What follows belongs to an exercise in optimizing a design on an open flow for small area, a short achievable clock period and few clock cycles; a production flow would make more cautious choices. Where RTL was checked, it was by simulation tests only, not by an equivalence proof against the original.

==> v33: inputs <==
// julia_worker
module julia_worker (
	input  logic               tb_clk,
	input  logic               rst,
	input  logic               start,
	input  logic [19:0]        pixel,   
	input  logic [43:0]        c,       
	input  logic               mc_busy,
	output logic               ready,
	output logic               done,
	output logic [63:0]        result   
);
==> module julia_worker, before the edit <==
module julia_worker (
	input  logic               tb_clk,
	input  logic               rst,
	input  logic               start,
	input  logic [19:0]        pixel,   
	input  logic [43:0]        c,       
	input  logic               mc_busy,
	output logic               ready,
	output logic               done,
	output logic [63:0]        result   
);
	logic        busy;
	logic        load;
	logic        escaped;
	logic        tree_escaped;
	logic        finish;
	logic        periodic;
	logic [7:0]  count;
	logic [19:0] pix_q;
	logic [13:0] xr, xi, xr0, xi0;
	logic        ovr, ovi;
	logic [15:0] nre, nim;
	logic [14:0] cre, cim, cre0, cim0;
	logic [27:0] z_seen;
	jw_control u_control (
		.tb_clk  (tb_clk),
		.rst     (rst),
		.start   (start),
		.mc_busy (mc_busy),
		.finish  (finish),
		.ready   (ready),
		.done    (done),
		.busy    (busy),
		.load    (load)
	);
	iter_counter u_counter (
		.tb_clk   (tb_clk),
		.load     (load),
		.step     (busy & ~escaped),
		.periodic (busy & periodic),
		.count    (count)
	);
	jw_start u_start (
		.pixel (pixel),
		.c     (c),
		.xr    (xr0),
		.xi    (xi0),
		.cre   (cre0),
		.cim   (cim0)
	);
	jw_step u_step (
		.xr      (xr),
		.xi      (xi),
		.cre     (cre),
		.cim     (cim),
		.escaped (tree_escaped),
		.nre     (nre),
		.nim     (nim)
	);
	assign escaped = tree_escaped | ovr | ovi;
	always_ff @(posedge tb_clk) begin
		if (count[3:0] == 4'd0) begin
			z_seen <= {xr, xi};
		end
	end
	assign periodic = (count != 8'd0) & ~ovr & ~ovi & ({xr, xi} == z_seen);
	assign finish = busy & (escaped | periodic | (count == 8'(MAX_ITER - 1)));
	always_ff @(posedge tb_clk) begin
		if (load) begin
			{xr, ovr} <= {xr0, 1'b0};
			{xi, ovi} <= {xi0, 1'b0};
		end else begin
			{xr, ovr} <= {nre[13:0], nre[15:13] != {3{nre[13]}}};
			{xi, ovi} <= {nim[13:0], nim[15:13] != {3{nim[13]}}};
		end
		if (load) begin
			cre   <= cre0;
			cim   <= cim0;
			pix_q <= pixel;
		end
	end
	pixel_result u_result (
		.pix    (pix_q),
		.count  (count),
		.result (result)
	);
endmodule
export LEC_CHECK = 0
export CAP_MARGIN = 70
export CORE_MARGIN = 2
export CORE_UTILIZATION = 40
export SLEW_MARGIN = 70
create_clock -name core_clock -period 14.0 [get_ports {tb_clk}]
run.sh (not shown) runs the stock make flow with config.mk's settings and CLKGATE_MAP_FILE= SYNTH_SCRIPT=/design/flow/synth_recipe.tcl, a recipe that flattens the netlist after the stock synthesis.
==> v38 (differences from v33) <==
--- a/flow/design.v
+++ b/flow/design.v
@@ -886,2 +886,3 @@
 	logic [27:0] z_seen;
+	logic        next_escapes;
 	jw_control u_control (
@@ -928,3 +929,8 @@
 	assign periodic = (count != 8'd0) & ~ovr & ~ovi & ({xr, xi} == z_seen);
-	assign finish = busy & (escaped | periodic | (count == 8'(MAX_ITER - 1)));
+	jw_escape_ahead u_ahead (
+		.nre          (nre),
+		.nim          (nim),
+		.next_escapes (next_escapes)
+	);
+	assign finish = busy & (escaped | periodic | next_escapes | (count == 8'(MAX_ITER - 1)));
 	always_ff @(posedge tb_clk) begin
@@ -966 +972,36 @@
 endmodule
+module jw_escape_ahead (
+	input  logic [15:0] nre,
+	input  logic [15:0] nim,
+	output logic        next_escapes
+);
+	logic [15:0] mr, mi;
+	logic [4:0]  ar, ai;
+	logic [4:0]  ai_min;
+	assign mr = nre ^ {16{nre[15]}};
+	assign mi = nim ^ {16{nim[15]}};
+	assign ar = mr[12:8];
+	assign ai = mi[12:8];
+	always_comb begin
+		case (ar)
+			5'd0, 5'd1:   ai_min = 5'd17 - 5'(ar);
+			5'd2:         ai_min = 5'd16;
+			5'd3:         ai_min = 5'd16;
+			5'd4:         ai_min = 5'd16;
+			5'd5:         ai_min = 5'd16;
+			5'd6:         ai_min = 5'd15;
+			5'd7:         ai_min = 5'd15;
+			5'd8:         ai_min = 5'd14;
+			5'd9:         ai_min = 5'd14;
+			5'd10:        ai_min = 5'd13;
+			5'd11:        ai_min = 5'd12;
+			5'd12:        ai_min = 5'd11;
+			5'd13:        ai_min = 5'd10;
+			5'd14:        ai_min = 5'd8;
+			5'd15:        ai_min = 5'd6;
+			5'd16:        ai_min = 5'd1;
+			default:      ai_min = 5'd0;
+		endcase
+	end
+	assign next_escapes = (|mr[15:13]) | (|mi[15:13]) | (ai >= ai_min);
+endmodule
--- a/flow/config.mk
+++ b/flow/config.mk
@@ -7,5 +7,5 @@
 export LEC_CHECK = 0
-export CAP_MARGIN = 70
+export CAP_MARGIN = 60
 export CORE_MARGIN = 2
 export CORE_UTILIZATION = 40
-export SLEW_MARGIN = 70
+export SLEW_MARGIN = 60
==> key figures <==
Outcome
  – Status: no timing/DRC/antenna violations

Final layout
  – Util after Layout: 45.3%
  – Layout cells sized above 1: 5.61%
  – Non-CTS buffers: 142
  – Multi-input gate area in the final layout: 0.0138 mm²
  – Clock Network Area Fraction: 2.69%

Timing
  – F_max: 0.120 GHz

Global routing
  – Vias in the first global route: 15100
  – Met3 Usage GRT: 4.79%
  – GR met2 Demand/Resource: 34.8%

Routing
  – Final wirelength: 47.8 mm
  – Via Count: 14200

Clock network
  – Worst-skew pair later-pin latency: 0.49 ns

Floorplan
  – Die Y: 221 µm

Worst setup path
  – Critical path destination: u_control.done
-- figures above: v38

==> key figures <==
Final layout
  – Clock Network Area Fraction: 2.72%
  – Multi-input gate area in the final layout: 0.0132 mm²
  – Util after Layout: 45.5%

Routing
  – Via Count: 13500
  – Final wirelength: 45.7 mm

Global routing
  – GR met2 Demand/Resource: 34.3%

Floorplan
  – Die Y: 217 µm

Outcome
  – Status: no timing/DRC/antenna violations

Timing
  – F_max: 0.146 GHz
-- figures above: v33

Testbench counts of v33, summed over its fixed seeds: cycles 104,985.
Testbench counts of v38, summed over its fixed seeds: cycles 102,279.

---

==> run a: inputs <==
julia_worker, a different RTL version from the one above (not shown whole).
Settings: LEC_CHECK=0, CAP_MARGIN=60, CORE_MARGIN=2, CORE_UTILIZATION=40, SLEW_MARGIN=60, SYNTH_HIERARCHICAL=1, SYNTH_MINIMUM_KEEP_SIZE=0; clock period 14.0 ns.
==> run b (differences from run a) <==
--- a/flow/design.v
+++ b/flow/design.v
@@ -68,14 +68,15 @@
 	input  logic [14:0] cim,
 	output logic        escaped,
 	output logic [15:0] nre,
 	output logic [15:0] nim
 );
 	logic [27:0] ta_r0, ta_r1, tb_r0, tb_r1, tp_r0, tp_r1;
-	logic        cb;
-	logic [16:0] te_r0, te_r1;
+	logic [11:0] ca_s, cb_s, cp_s;
+	logic        ca, cb, cp;
+	logic [16:0] te_r0, te_r1, esum;
 	logic [15:0] tr_r0, tr_r1;
 	logic [6:0]  bneg, bone, btwo;
 	logic [14:0] bpp0, bpp1, bpp2, bpp3, bpp4, bpp5, bpp6;
 	logic [14:0] yb, xs1, xs2;
 	logic tas1, tac2, tas3, tac3, tas4, tac4, tas5, tac5, tas6, tac6, tas7, tac7, tas8, tac8, tas9, tac9;
 	logic tas10, tac10, tas11, tac11, tas12, tac12, tas13, tac13, tas14, tac14, tas15, tac15, tas16, tac16, tas17, tac17;
@@ -146,46 +147,18 @@
 	assign btwo[5] = (yb[12] & ~yb[11] & ~yb[10]) | (~yb[12] & yb[11] & yb[10]);
 	assign bpp5 = (({15{bone[5]}} & xs1) | ({15{btwo[5]}} & xs2)) ^ {15{bneg[5]}};
 	assign bneg[6] = yb[14];
 	assign bone[6] = yb[13] ^ yb[12];
 	assign btwo[6] = (yb[14] & ~yb[13] & ~yb[12]) | (~yb[14] & yb[13] & yb[12]);
 	assign bpp6 = (({15{bone[6]}} & xs1) | ({15{btwo[6]}} & xs2)) ^ {15{bneg[6]}};
-	logic [10:0] kcb_g, kcb_t;
-	assign kcb_g = tb_r0[10:0] & tb_r1[10:0];
-	assign kcb_t = tb_r0[10:0] | tb_r1[10:0];
-	logic kcb_g0_0, kcb_t0_0;
-	assign kcb_g0_0 = kcb_g[1] | (kcb_t[1] & kcb_g[0]);
-	assign kcb_t0_0 = kcb_t[1] & kcb_t[0];
-	logic kcb_g0_1, kcb_t0_1;
-	assign kcb_g0_1 = kcb_g[3] | (kcb_t[3] & kcb_g[2]);
-	assign kcb_t0_1 = kcb_t[3] & kcb_t[2];
-	logic kcb_g0_2, kcb_t0_2;
-	assign kcb_g0_2 = kcb_g[5] | (kcb_t[5] & kcb_g[4]);
-	assign kcb_t0_2 = kcb_t[5] & kcb_t[4];
-	logic kcb_g0_3, kcb_t0_3;
-	assign kcb_g0_3 = kcb_g[7] | (kcb_t[7] & kcb_g[6]);
-	assign kcb_t0_3 = kcb_t[7] & kcb_t[6];
-	logic kcb_g0_4, kcb_t0_4;
-	assign kcb_g0_4 = kcb_g[9] | (kcb_t[9] & kcb_g[8]);
-	assign kcb_t0_4 = kcb_t[9] & kcb_t[8];
-	logic kcb_g1_0, kcb_t1_0;
-	assign kcb_g1_0 = kcb_g0_1 | (kcb_t0_1 & kcb_g0_0);
-	assign kcb_t1_0 = kcb_t0_1 & kcb_t0_0;
-	logic kcb_g1_1, kcb_t1_1;
-	assign kcb_g1_1 = kcb_g0_3 | (kcb_t0_3 & kcb_g0_2);
-	assign kcb_t1_1 = kcb_t0_3 & kcb_t0_2;
-	logic kcb_g1_2, kcb_t1_2;
-	assign kcb_g1_2 = kcb_g[10] | (kcb_t[10] & kcb_g0_4);
-	assign kcb_t1_2 = kcb_t[10] & kcb_t0_4;
-	logic kcb_g2_0, kcb_t2_0;
-	assign kcb_g2_0 = kcb_g1_1 | (kcb_t1_1 & kcb_g1_0);
-	assign kcb_t2_0 = kcb_t1_1 & kcb_t1_0;
-	logic kcb_g3_0, kcb_t3_0;
-	assign kcb_g3_0 = kcb_g1_2 | (kcb_t1_2 & kcb_g2_0);
-	assign kcb_t3_0 = kcb_t1_2 & kcb_t2_0;
-	assign cb = kcb_g3_0;
+	assign ca_s = {1'b0, ta_r0[10:0]} + {1'b0, ta_r1[10:0]};
+	assign cb_s = {1'b0, tb_r0[10:0]} + {1'b0, tb_r1[10:0]};
+	assign cp_s = {1'b0, tp_r0[10:0]} + {1'b0, tp_r1[10:0]};
+	assign ca = ca_s[11];
+	assign cb = cb_s[11];
+	assign cp = cp_s[11];
 	assign tas1 = ~cre[3];
 	assign tac2 = cre[3];
 	jw_fa u_ta3 (.a(cre[1]), .b(xr[6]), .c((xr[0] & xr[11])), .s(tas3), .co(tac3));
 	jw_fa u_ta4 (.a(cre[2]), .b((xr[0] & xr[12])), .c((xr[1] & xr[11])), .s(tas4), .co(tac4));
 	jw_fa u_ta5 (.a(tas1), .b(xr[7]), .c(~(xr[13] & xr[0])), .s(tas5), .co(tac5));
 	jw_fa u_ta6 (.a((xr[1] & xr[12])), .b((xr[2] & xr[11])), .c((xr[3] & xr[10])), .s(tas6), .co(tac6));
@@ -533,103 +506,16 @@
 	jw_fa u_tr340 (.a(~tb_r0[25]), .b(~tb_r1[25]), .c(ta_r0[25]), .s(trs340), .co(trc340));
 	jw_fa u_tr341 (.a(ta_r1[25]), .b(trs340), .c(trc338), .s(trs341), .co(trc341));
 	assign trs342 = ~tb_r0[26] ^ ~tb_r1[26] ^ ta_r0[26];
 	assign trs343 = ta_r1[26] ^ trc340 ^ trs342;
 	assign tr_r0 = {trc341, trc339, trc337, trc335, trc333, trc331, trc329, trc327, trc325, trc323, trc321, trc319, trc317, trc315, trs314, ~cb};
 	assign tr_r1 = {trs343, trs341, trs339, trs337, trs335, trs333, trs331, trs329, trs327, trs325, trs323, trs321, trs319, trs317, trs315, trs313};
-	logic [27:0] ex0, ex1;
-	assign ex0 = {te_r0, ta_r0[10:0]};
-	assign ex1 = {te_r1, ta_r1[10:0]};
-	logic [26:0] kce_g, kce_t;
-	assign kce_g = ex0[26:0] & ex1[26:0];
-	assign kce_t = ex0[26:0] | ex1[26:0];
-	logic kce_g0_0, kce_t0_0;
-	assign kce_g0_0 = kce_g[1] | (kce_t[1] & kce_g[0]);
-	assign kce_t0_0 = kce_t[1] & kce_t[0];
-	logic kce_g0_1, kce_t0_1;
-	assign kce_g0_1 = kce_g[3] | (kce_t[3] & kce_g[2]);
-	assign kce_t0_1 = kce_t[3] & kce_t[2];
-	logic kce_g0_2, kce_t0_2;
-	assign kce_g0_2 = kce_g[5] | (kce_t[5] & kce_g[4]);
-	assign kce_t0_2 = kce_t[5] & kce_t[4];
-	logic kce_g0_3, kce_t0_3;
-	assign kce_g0_3 = kce_g[7] | (kce_t[7] & kce_g[6]);
-	assign kce_t0_3 = kce_t[7] & kce_t[6];
-	logic kce_g0_4, kce_t0_4;
-	assign kce_g0_4 = kce_g[9] | (kce_t[9] & kce_g[8]);
-	assign kce_t0_4 = kce_t[9] & kce_t[8];
-	logic kce_g0_5, kce_t0_5;
-	assign kce_g0_5 = kce_g[11] | (kce_t[11] & kce_g[10]);
-	assign kce_t0_5 = kce_t[11] & kce_t[10];
-	logic kce_g0_6, kce_t0_6;
-	assign kce_g0_6 = kce_g[13] | (kce_t[13] & kce_g[12]);
-	assign kce_t0_6 = kce_t[13] & kce_t[12];
-	logic kce_g0_7, kce_t0_7;
-	assign kce_g0_7 = kce_g[15] | (kce_t[15] & kce_g[14]);
-	assign kce_t0_7 = kce_t[15] & kce_t[14];
-	logic kce_g0_8, kce_t0_8;
-	assign kce_g0_8 = kce_g[17] | (kce_t[17] & kce_g[16]);
-	assign kce_t0_8 = kce_t[17] & kce_t[16];
-	logic kce_g0_9, kce_t0_9;
-	assign kce_g0_9 = kce_g[19] | (kce_t[19] & kce_g[18]);
-	assign kce_t0_9 = kce_t[19] & kce_t[18];
-	logic kce_g0_10, kce_t0_10;
-	assign kce_g0_10 = kce_g[21] | (kce_t[21] & kce_g[20]);
-	assign kce_t0_10 = kce_t[21] & kce_t[20];
-	logic kce_g0_11, kce_t0_11;
-	assign kce_g0_11 = kce_g[23] | (kce_t[23] & kce_g[22]);
-	assign kce_t0_11 = kce_t[23] & kce_t[22];
-	logic kce_g0_12, kce_t0_12;
-	assign kce_g0_12 = kce_g[25] | (kce_t[25] & kce_g[24]);
-	assign kce_t0_12 = kce_t[25] & kce_t[24];
-	logic kce_g1_0, kce_t1_0;
-	assign kce_g1_0 = kce_g0_1 | (kce_t0_1 & kce_g0_0);
-	assign kce_t1_0 = kce_t0_1 & kce_t0_0;
-	logic kce_g1_1, kce_t1_1;
-	assign kce_g1_1 = kce_g0_3 | (kce_t0_3 & kce_g0_2);
-	assign kce_t1_1 = kce_t0_3 & kce_t0_2;
-	logic kce_g1_2, kce_t1_2;
-	assign kce_g1_2 = kce_g0_5 | (kce_t0_5 & kce_g0_4);
-	assign kce_t1_2 = kce_t0_5 & kce_t0_4;
-	logic kce_g1_3, kce_t1_3;
-	assign kce_g1_3 = kce_g0_7 | (kce_t0_7 & kce_g0_6);
-	assign kce_t1_3 = kce_t0_7 & kce_t0_6;
-	logic kce_g1_4, kce_t1_4;
-	assign kce_g1_4 = kce_g0_9 | (kce_t0_9 & kce_g0_8);
-	assign kce_t1_4 = kce_t0_9 & kce_t0_8;
-	logic kce_g1_5, kce_t1_5;
-	assign kce_g1_5 = kce_g0_11 | (kce_t0_11 & kce_g0_10);
-	assign kce_t1_5 = kce_t0_11 & kce_t0_10;
-	logic kce_g1_6, kce_t1_6;
-	assign kce_g1_6 = kce_g[26] | (kce_t[26] & kce_g0_12);
-	assign kce_t1_6 = kce_t[26] & kce_t0_12;
-	logic kce_g2_0, kce_t2_0;
-	assign kce_g2_0 = kce_g1_1 | (kce_t1_1 & kce_g1_0);
-	assign kce_t2_0 = kce_t1_1 & kce_t1_0;
-	logic kce_g2_1, kce_t2_1;
-	assign kce_g2_1 = kce_g1_3 | (kce_t1_3 & kce_g1_2);
-	assign kce_t2_1 = kce_t1_3 & kce_t1_2;
-	logic kce_g2_2, kce_t2_2;
-	assign kce_g2_2 = kce_g1_5 | (kce_t1_5 & kce_g1_4);
-	assign kce_t2_2 = kce_t1_5 & kce_t1_4;
-	logic kce_g3_0, kce_t3_0;
-	assign kce_g3_0 = kce_g2_1 | (kce_t2_1 & kce_g2_0);
-	assign kce_t3_0 = kce_t2_1 & kce_t2_0;
-	logic kce_g3_1, kce_t3_1;
-	assign kce_g3_1 = kce_g1_6 | (kce_t1_6 & kce_g2_2);
-	assign kce_t3_1 = kce_t1_6 & kce_t2_2;
-	logic kce_g4_0, kce_t4_0;
-	assign kce_g4_0 = kce_g3_1 | (kce_t3_1 & kce_g3_0);
-	assign kce_t4_0 = kce_t3_1 & kce_t3_0;
-	assign escaped = ~(te_r0[16] ^ te_r1[16] ^ kce_g4_0);
-	logic [26:0] rsum;
-	assign rsum = {tr_r0, ta_r0[10:0]} + {tr_r1, ta_r1[10:0]};
-	assign nre = rsum[26:11];
-	logic [25:0] isum;
-	assign isum = tp_r0[25:0] + tp_r1[25:0];
-	assign nim = {isum[25:11], cim[0]};
+	assign esum = te_r0 + te_r1 + ca;
+	assign escaped = ~esum[16];
+	assign nre = tr_r0 + tr_r1 + ca;
+	assign nim = {tp_r0[25:11] + tp_r1[25:11] + cp, cim[0]};
 endmodule
 module jw_fa (
 	input  logic a,
 	input  logic b,
 	input  logic c,
 	output logic s,
==> out/metrics.yaml <==
layout:
  drive_above_1_share_pct: 6.898
  clk_share_pct: 2.707
  final_cell_mix: "281 x fa_1, 160 x xnor2_1, 138 x ha_1, 115 x inv_1, 113 x clkdlybuf4s50_1"
run_status:
  status: "no timing/DRC/antenna violations"
worst_setup_path:
  crit_arrival_ns: 6.39
global_route:
  grt_pass1_wl_um: 75670
route:
  wl_um: 47310
logic_synthesis:
  synthAdderAreaFrac_pct: 38.68
(the above is from run b)
==> out/metrics.yaml <==
run_status:
  status: "no timing/DRC/antenna violations"
layout:
  final_cell_mix: "277 x fa_1, 158 x xnor2_1, 119 x ha_1, 113 x inv_1, 113 x clkdlybuf4s50_1"
  drive_above_1_share_pct: 6.868
  clk_share_pct: 2.773
die:
  nWellTaps: 607
logic_synthesis:
  synthAdderAreaFrac_pct: 37.78
route:
  wl_um: 45660
worst_setup_path:
  crit_arrival_ns: 6.76
(the above is from run a)
Testbench counts of run b, summed over its fixed seeds: cycles 102,903.
For run a, only the layout was checked, not whether the RTL still works.

## separate check: timing with driven ports
How much do the figures lean on ideal ports? The routed layouts below were timed once more, with nothing changed but the port constraints.
Step 1, drivers: a clkbuf_16 drives tb_clk and a buf_2 each remaining input, both assumed.
Step 2 adds t to the input delays and takes it off the output delays; t is the mean of the earliest and latest rising clock arrival at the registers after step 1. Input paths then give back, and output paths get back, about the clock's delay inside the block.
Slacks: ideal ports / drivers / drivers and shift; pairs: ideal ports / drivers.
run	shift t [ns]	setup WS [ns]	worst setup path after step 2	pins driven straight from the clock port
v33	0.484	7.149 / 7.125 / 7.125	input to output	1
v38	0.538	5.674 / 5.674 / 5.674	register to register	1
run a	0.513	7.632 / 7.632 / 7.632	register to register	1
run b	0.514	7.963 / 7.963 / 7.963	register to register	1
After both steps every run listed still meets setup and hold. For v33, which loses most, drivers alone change the setup slack by -0.024 ns; drivers and shift together by -0.024 ns.
